This is an optimization exercise on Yosys and OpenROAD, whose aim is small area, a short achievable clock period and few clock cycles per item, not a production implementation. Only simulation tests tie the RTL to the original design; equivalence was not proved. Power and IR drop assume default switching activity.

## zinc
==> flow/design.v <==
package sdida_pkg;
    localparam int NUM_SLOTS = 256;
    localparam int SLOT_W    = $clog2(NUM_SLOTS);
    localparam int CNT_W     = $clog2(NUM_SLOTS + 1);
    localparam int ID_W      = 8;
    localparam int OWNER_W   = 16;
    typedef enum logic {
        REQ_ALLOC   = 1'b0,
        REQ_RELEASE = 1'b1
    } req_type_t;
    typedef enum logic [1:0] {
        STAT_OK      = 2'd0,
        STAT_FULL    = 2'd1,
        STAT_INVALID = 2'd2
    } status_t;
    typedef enum logic [1:0] {
        ST_IDLE,
        ST_OWN,
        ST_FREE,
        ST_RESP
    } state_t;
endpackage
module sticky_device_id_allocator_unit (
    input  logic        clk,
    input  logic        rst_n,
    input  logic        s_tvalid,
    output logic        s_tready,
    input  logic [23:0] s_tdata,    
    input  logic        s_tuser,    
    output logic        m_tvalid,
    input  logic        m_tready,
    output logic [15:0] m_tdata     
);
    localparam int NS      = sdida_pkg::NUM_SLOTS;
    localparam int NG      = NS / 16;    
    localparam int CS      = 8;          
    localparam int NC      = NS / CS;
    localparam int CL_W    = $clog2(CS);
    localparam int SLOT_W  = sdida_pkg::SLOT_W;
    localparam int CNT_W   = sdida_pkg::CNT_W;
    localparam int OWNER_W = sdida_pkg::OWNER_W;
    localparam int RES_W   = 11;    
    localparam int QD      = 4;     
    logic               a_v, a_rel;
    logic [OWNER_W-1:0] a_data;      
    localparam int NQ = 4;
    localparam logic [NQ*OWNER_W-1:0] CMP_MASK = 64'haaaa_5555_ffff_0000;
    logic [NQ-1:0][OWNER_W-1:0] a_cmp;
    logic               b_v, b_rel;
    logic [OWNER_W-1:0] b_data;
    logic [NC-1:0]      b_grp_hit;   
    logic [NC-1:0][CL_W-1:0] b_grp_loc;
    logic [NG-1:0]      b_grp_ff;    
    logic               b_feq;       
    logic               b_wh;        
    logic [SLOT_W-1:0]  b_wh_id;
    logic               w_v;
    logic [SLOT_W-1:0]  w_id;        
    logic [NG-1:0]      w_goh;       
    logic [15:0]        w_loh;
    logic [OWNER_W-1:0] w_key;
    logic               c_v, c_claim;
    logic [RES_W-1:0]   c_res;
    logic [RES_W-1:0]   q_data [QD];
    logic [QD-1:0]      q_v;
    logic               rdy;         
    logic [OWNER_W-1:0] key [NS];
    logic [NS-1:0]      held;
    logic [CNT_W-1:0]   rec_cnt;
    logic a_go;
    assign a_go     = a_v & rdy;
    assign s_tready = rdy;
    logic [NG-1:0]     grp_free;
    logic [NG-1:0]     grp_first;
    logic [NS-1:0]     loc_first;
    logic [NS-1:0]     first_free;
    logic              any_free;
    logic [NG-1:0][3:0] loc_id;
    logic [SLOT_W-1:0] free_id;
    always_comb
    begin
        for (int g = 0; g < NG; g++)
        begin
            logic seen;
            grp_free[g] = ~&held[16*g +: 16];
            seen = 1'b0;
            loc_id[g] = '0;
            for (int j = 0; j < 16; j++)
            begin
                loc_first[16*g + j] = ~held[16*g + j] & ~seen;
                seen = seen | ~held[16*g + j];
            end
            for (int j = 0; j < 16; j++)
            begin
                if (loc_first[16*g + j])
                begin
                    loc_id[g] = loc_id[g] | 4'(j);
                end
            end
        end
        begin
            logic seen;
            seen = 1'b0;
            for (int g = 0; g < NG; g++)
            begin
                grp_first[g] = grp_free[g] & ~seen;
                seen = seen | grp_free[g];
            end
        end
        any_free = |grp_free;
        for (int i = 0; i < NS; i++)
        begin
            first_free[i] = grp_first[i/16] & loc_first[i];
        end
        free_id = '0;
        for (int g = 0; g < NG; g++)
        begin
            if (grp_first[g])
            begin
                free_id = free_id | {4'(g), loc_id[g]};
            end
        end
    end
    logic [15:0] hi_lt, hi_eq, lo_lt;
    logic [NS-1:0] rec;
    always_comb
    begin
        for (int j = 0; j < 16; j++)
        begin
            hi_lt[j] = rec_cnt[8] | (4'(j) < rec_cnt[7:4]);
            hi_eq[j] = ~rec_cnt[8] & (4'(j) == rec_cnt[7:4]);
            lo_lt[j] = (4'(j) < rec_cnt[3:0]);
        end
    end
    for (genvar i = 0; i < NS; i++)
    begin : g_rec
        assign rec[i] = hi_lt[i/16] | (hi_eq[i/16] & lo_lt[i%16]);
    end
    logic [NS-1:0] w_dec;
    always_comb
    begin
        for (int i = 0; i < NS; i++)
        begin
            w_dec[i] = w_v & w_goh[i/16] & w_loh[i%16];
        end
    end
    logic [NS-1:0] key_eq, match, match_ff;
    for (genvar i = 0; i < NS; i++)
    begin : g_match
        assign key_eq[i]   = rec[i] & ((key[i] ^ CMP_MASK[OWNER_W*(i/(NS/NQ)) +: OWNER_W]) == a_cmp[i/(NS/NQ)]);
        assign match[i]    = key_eq[i] & ~w_dec[i];
        assign match_ff[i] = key_eq[i] & loc_first[i];
    end
    logic [NC-1:0]      grp_hit;
    logic [NG-1:0]      grp_ff;
    logic [NC-1:0][CL_W-1:0] grp_hit_loc;
    always_comb
    begin
        for (int g = 0; g < NC; g++)
        begin
            grp_hit[g]     = |match[CS*g +: CS];
            grp_hit_loc[g] = '0;
            for (int j = 0; j < CS; j++)
            begin
                if (match[CS*g + j])
                begin
                    grp_hit_loc[g] = grp_hit_loc[g] | CL_W'(j);
                end
            end
        end
    end
    always_comb
    begin
        for (int g = 0; g < NG; g++)
        begin
            grp_ff[g] = grp_first[g] & |match_ff[16*g +: 16];
        end
    end
    logic              hit_w, hit_g, hit_ff, b_match;
    logic [SLOT_W-1:0] hit_g_id, b_match_id;
    always_comb
    begin
        hit_w    = w_v & b_feq;
        hit_ff   = |b_grp_ff;
        hit_g    = |b_grp_hit;
        hit_g_id = '0;
        for (int g = 0; g < NC; g++)
        begin
            if (b_grp_hit[g])
            begin
                hit_g_id[SLOT_W-1:CL_W] = hit_g_id[SLOT_W-1:CL_W] | (SLOT_W-CL_W)'(g);
            end
            hit_g_id[CL_W-1:0] = hit_g_id[CL_W-1:0] | b_grp_loc[g];
        end
        b_match    = (hit_g & ~(w_v & hit_ff)) | b_wh | hit_w;
        b_match_id = hit_g_id | (b_wh ? b_wh_id : '0) | (hit_w ? w_id : '0);
    end
    logic b_alloc, b_release, b_claim;
    assign b_alloc   = b_v & ~b_rel;
    assign b_release = b_v & b_rel;
    assign b_claim   = b_alloc & ~b_match;
    logic [SLOT_W-1:0] tgt_id;
    logic [NS-1:0]     tgt_dec;
    logic              tgt_set;
    assign tgt_id  = b_rel ? b_data[SLOT_W-1:0] : b_match_id;
    assign tgt_set = b_alloc & b_match;
    always_comb
    begin
        for (int i = 0; i < NS; i++)
        begin
            tgt_dec[i] = (tgt_id == SLOT_W'(i));
        end
    end
    for (genvar i = 0; i < NS; i++)
    begin : g_slot
        always_ff @(posedge clk)
        begin
            if (w_dec[i])
            begin
                key[i] <= w_key;
            end
        end
        always_ff @(posedge clk or negedge rst_n)
        begin
            if (!rst_n)
            begin
                held[i] <= 1'b0;
            end
            else
            begin
                held[i] <= (held[i] & ~(b_release & tgt_dec[i])) | (tgt_set & tgt_dec[i])
                         | (b_claim & first_free[i]);
            end
        end
    end
    always_ff @(posedge clk or negedge rst_n)
    begin
        if (!rst_n)
        begin
            rec_cnt <= '0;
        end
        else if (w_v && !rec_cnt[8] && w_id == rec_cnt[7:0])
        begin
            rec_cnt <= rec_cnt + 1'b1;
        end
    end
    always_ff @(posedge clk or negedge rst_n)
    begin
        if (!rst_n)
        begin
            a_v <= 1'b0;
            b_v <= 1'b0;
            c_v <= 1'b0;
            w_v <= 1'b0;
        end
        else
        begin
            if (s_tready)
            begin
                a_v <= s_tvalid;
            end
            b_v <= a_go;
            c_v <= b_v;
            w_v <= b_claim & any_free;
        end
    end
    always_ff @(posedge clk)
    begin
        if (s_tready && s_tvalid)
        begin
            a_rel  <= s_tuser;
            a_data <= s_tuser ? {8'd0, s_tdata[23:16]}
                              : {s_tdata[7:0], s_tdata[12:8], s_tdata[15:13]};
            for (int k = 0; k < NQ; k++)
            begin
                a_cmp[k] <= CMP_MASK[OWNER_W*k +: OWNER_W] ^ (s_tuser ? {8'd0, s_tdata[23:16]}
                                                   : {s_tdata[7:0], s_tdata[12:8], s_tdata[15:13]});
            end
        end
        b_rel     <= a_rel;
        b_data    <= a_data;
        b_grp_hit <= grp_hit;
        b_grp_loc <= grp_hit_loc;
        b_grp_ff  <= grp_ff;
        b_feq     <= (a_data == b_data);
        b_wh      <= w_v & (a_data == w_key);
        b_wh_id   <= w_id;
        w_id      <= free_id;
        w_goh     <= grp_first;
        for (int j = 0; j < 16; j++)
        begin
            logic any;
            any = 1'b0;
            for (int g = 0; g < NG; g++)
            begin
                any = any | first_free[16*g + j];
            end
            w_loh[j] <= any;
        end
        w_key     <= b_data;
        c_claim   <= b_claim & any_free;
        if (b_rel)
        begin
            c_res <= {1'b0, sdida_pkg::STAT_OK, 8'd0};
        end
        else if (b_match)
        begin
            c_res <= {1'b1, sdida_pkg::STAT_OK, b_match_id};
        end
        else if (any_free)
        begin
            c_res <= {1'b0, sdida_pkg::STAT_OK, 8'd0};
        end
        else
        begin
            c_res <= {1'b0, sdida_pkg::STAT_FULL, 8'd0};
        end
    end
    logic [RES_W-1:0] res;
    logic             pop;
    logic [QD-1:0]    q_vp, q_vn;
    assign res = c_claim ? {1'b0, sdida_pkg::STAT_OK, w_id} : c_res;
    assign pop = q_v[0] & m_tready;
    always_comb
    begin
        for (int k = 0; k < QD; k++)
        begin
            q_vp[k] = pop ? ((k == QD - 1) ? 1'b0 : q_v[(k + 1) % QD]) : q_v[k];
        end
        for (int k = 0; k < QD; k++)
        begin
            q_vn[k] = q_vp[k] | (c_v & ((k == 0) ? 1'b1 : q_vp[(k + QD - 1) % QD]));
        end
    end
    logic       a_v_next, room_next;
    assign a_v_next  = rdy ? s_tvalid : a_v;
    assign room_next = (a_go & b_v)  ? ~q_vn[QD-3]
                     : (a_go | b_v)  ? ~q_vn[QD-2]
                     :                 ~q_vn[QD-1];
    always_ff @(posedge clk or negedge rst_n)
    begin
        if (!rst_n)
        begin
            q_v <= '0;
            rdy <= 1'b1;
        end
        else
        begin
            q_v <= q_vn;
            rdy <= ~a_v_next | room_next;
        end
    end
    always_ff @(posedge clk)
    begin
        for (int k = 0; k < QD; k++)
        begin
            if (c_v && !q_vp[k] && (k == 0 || q_vp[(k + QD - 1) % QD]))
            begin
                q_data[k] <= res;
            end
            else if (pop)
            begin
                q_data[k] <= (k == QD - 1) ? q_data[k] : q_data[(k + 1) % QD];
            end
        end
    end
    assign m_tvalid = q_v[0];
    assign m_tdata  = {5'd0, q_data[0]};
endmodule
make LEC_CHECK=0 CAP_MARGIN=20 CELL_PAD_IN_SITES_DETAIL_PLACEMENT=1 CELL_PAD_IN_SITES_GLOBAL_PLACEMENT=2 CORE_MARGIN=2 CORE_UTILIZATION=40 CTS_CLUSTER_DIAMETER=80 CTS_CLUSTER_SIZE=24 PLACE_DENSITY=0.55 SETUP_SLACK_MARGIN=2.5 SLEW_MARGIN=20 SYNTH_MEMORY_MAX_BITS=8192 finish   # period 5.5 ns
run.sh (not shown) runs the stock make flow with config.mk's settings and CLKGATE_MAP_FILE= SYNTH_SCRIPT=/design/flow/synth_recipe.tcl, a recipe that flattens the netlist after the stock synthesis.
Testbench counts of zinc, summed over its fixed seeds: cycles 9,632, items 9,600.
Relative to zinc, the following input files were edited for garnet:
diff --git a/flow/design.v b/flow/design.v
--- a/flow/design.v
+++ b/flow/design.v
@@ -40,27 +40,22 @@
     localparam int CNT_W   = sdida_pkg::CNT_W;
     localparam int OWNER_W = sdida_pkg::OWNER_W;
     localparam int RES_W   = 11;    
     localparam int QD      = 4;     
     logic               a_v, a_rel;
     logic [OWNER_W-1:0] a_data;      
-    localparam int NQ = 4;
-    localparam logic [NQ*OWNER_W-1:0] CMP_MASK = 64'haaaa_5555_ffff_0000;
-    logic [NQ-1:0][OWNER_W-1:0] a_cmp;
     logic               b_v, b_rel;
     logic [OWNER_W-1:0] b_data;
     logic [NC-1:0]      b_grp_hit;   
     logic [NC-1:0][CL_W-1:0] b_grp_loc;
     logic [NG-1:0]      b_grp_ff;    
     logic               b_feq;       
     logic               b_wh;        
     logic [SLOT_W-1:0]  b_wh_id;
     logic               w_v;
     logic [SLOT_W-1:0]  w_id;        
-    logic [NG-1:0]      w_goh;       
-    logic [15:0]        w_loh;
     logic [OWNER_W-1:0] w_key;
     logic               c_v, c_claim;
     logic [RES_W-1:0]   c_res;
     logic [RES_W-1:0]   q_data [QD];
     logic [QD-1:0]      q_v;
     logic               rdy;         
@@ -138,19 +133,19 @@
     end
     logic [NS-1:0] w_dec;
     always_comb
     begin
         for (int i = 0; i < NS; i++)
         begin
-            w_dec[i] = w_v & w_goh[i/16] & w_loh[i%16];
+            w_dec[i] = w_v & (w_id == SLOT_W'(i));
         end
     end
     logic [NS-1:0] key_eq, match, match_ff;
     for (genvar i = 0; i < NS; i++)
     begin : g_match
-        assign key_eq[i]   = rec[i] & ((key[i] ^ CMP_MASK[OWNER_W*(i/(NS/NQ)) +: OWNER_W]) == a_cmp[i/(NS/NQ)]);
+        assign key_eq[i]   = rec[i] & (key[i] == a_data);
         assign match[i]    = key_eq[i] & ~w_dec[i];
         assign match_ff[i] = key_eq[i] & loc_first[i];
     end
     logic [NC-1:0]      grp_hit;
     logic [NG-1:0]      grp_ff;
     logic [NC-1:0][CL_W-1:0] grp_hit_loc;
@@ -268,38 +263,22 @@
     begin
         if (s_tready && s_tvalid)
         begin
             a_rel  <= s_tuser;
             a_data <= s_tuser ? {8'd0, s_tdata[23:16]}
                               : {s_tdata[7:0], s_tdata[12:8], s_tdata[15:13]};
-            for (int k = 0; k < NQ; k++)
-            begin
-                a_cmp[k] <= CMP_MASK[OWNER_W*k +: OWNER_W] ^ (s_tuser ? {8'd0, s_tdata[23:16]}
-                                                   : {s_tdata[7:0], s_tdata[12:8], s_tdata[15:13]});
-            end
         end
         b_rel     <= a_rel;
         b_data    <= a_data;
         b_grp_hit <= grp_hit;
         b_grp_loc <= grp_hit_loc;
         b_grp_ff  <= grp_ff;
         b_feq     <= (a_data == b_data);
         b_wh      <= w_v & (a_data == w_key);
         b_wh_id   <= w_id;
         w_id      <= free_id;
-        w_goh     <= grp_first;
-        for (int j = 0; j < 16; j++)
-        begin
-            logic any;
-            any = 1'b0;
-            for (int g = 0; g < NG; g++)
-            begin
-                any = any | first_free[16*g + j];
-            end
-            w_loh[j] <= any;
-        end
         w_key     <= b_data;
         c_claim   <= b_claim & any_free;
         if (b_rel)
         begin
             c_res <= {1'b0, sdida_pkg::STAT_OK, 8'd0};
         end
## What came out
- Diff zinc -> garnet: total power moved up; via count of the first global-routing pass moved down; cell area after layout moved down.
- The clock insertion delay at the later pin of the skew report of garnet falls short of that of zinc by 0.04 ns.
- The run showing the smaller final hold slack is zinc.
- Any difference in clock-pin slew of the registers on the worst-case setup and hold paths between garnet and zinc is small enough to ignore.
- The die of garnet is smaller than the one used in zinc.
- zinc and garnet ended up with nearly the same fraction of synthesized area in multiplexers.
Testbench counts of garnet, summed over its fixed seeds: cycles 9,632, items 9,600.

==> re-timing with driven ports <==
Ports are ideal in the flow. The routed layouts listed here were re-timed in OpenROAD.
Step 1 (the two cells are an assumption about what drives the block):
set clk [get_ports {clk}]
set_driving_cell -lib_cell sky130_fd_sc_hd__clkbuf_16 $clk
set_driving_cell -lib_cell sky130_fd_sc_hd__buf_2 [delete_from_list [all_inputs] $clk]
Step 2 times the ports against the registers' clock, not the clock port: input delays grow and output delays shrink by t, the midpoint of the rising clock arrivals with the driver on.
Slacks: no drivers / after step 1 / after step 2; pairs: no drivers / after step 1.
| run | t (ns) | setup WS [ns] | hold WS [ns] | slew at the worst register clock pin (ns) |
|---|---|---|---|---|
| zinc | 1.143 | 1.925 / 1.925 / 1.925 | 0.006 / -0.042 / 0.353 | 0.10 / 0.10 |
| garnet | 1.127 | 1.870 / 1.870 / 1.870 | 0.339 / 0.339 / 0.339 | 0.11 / 0.11 |
After both steps every run listed still meets setup and hold.
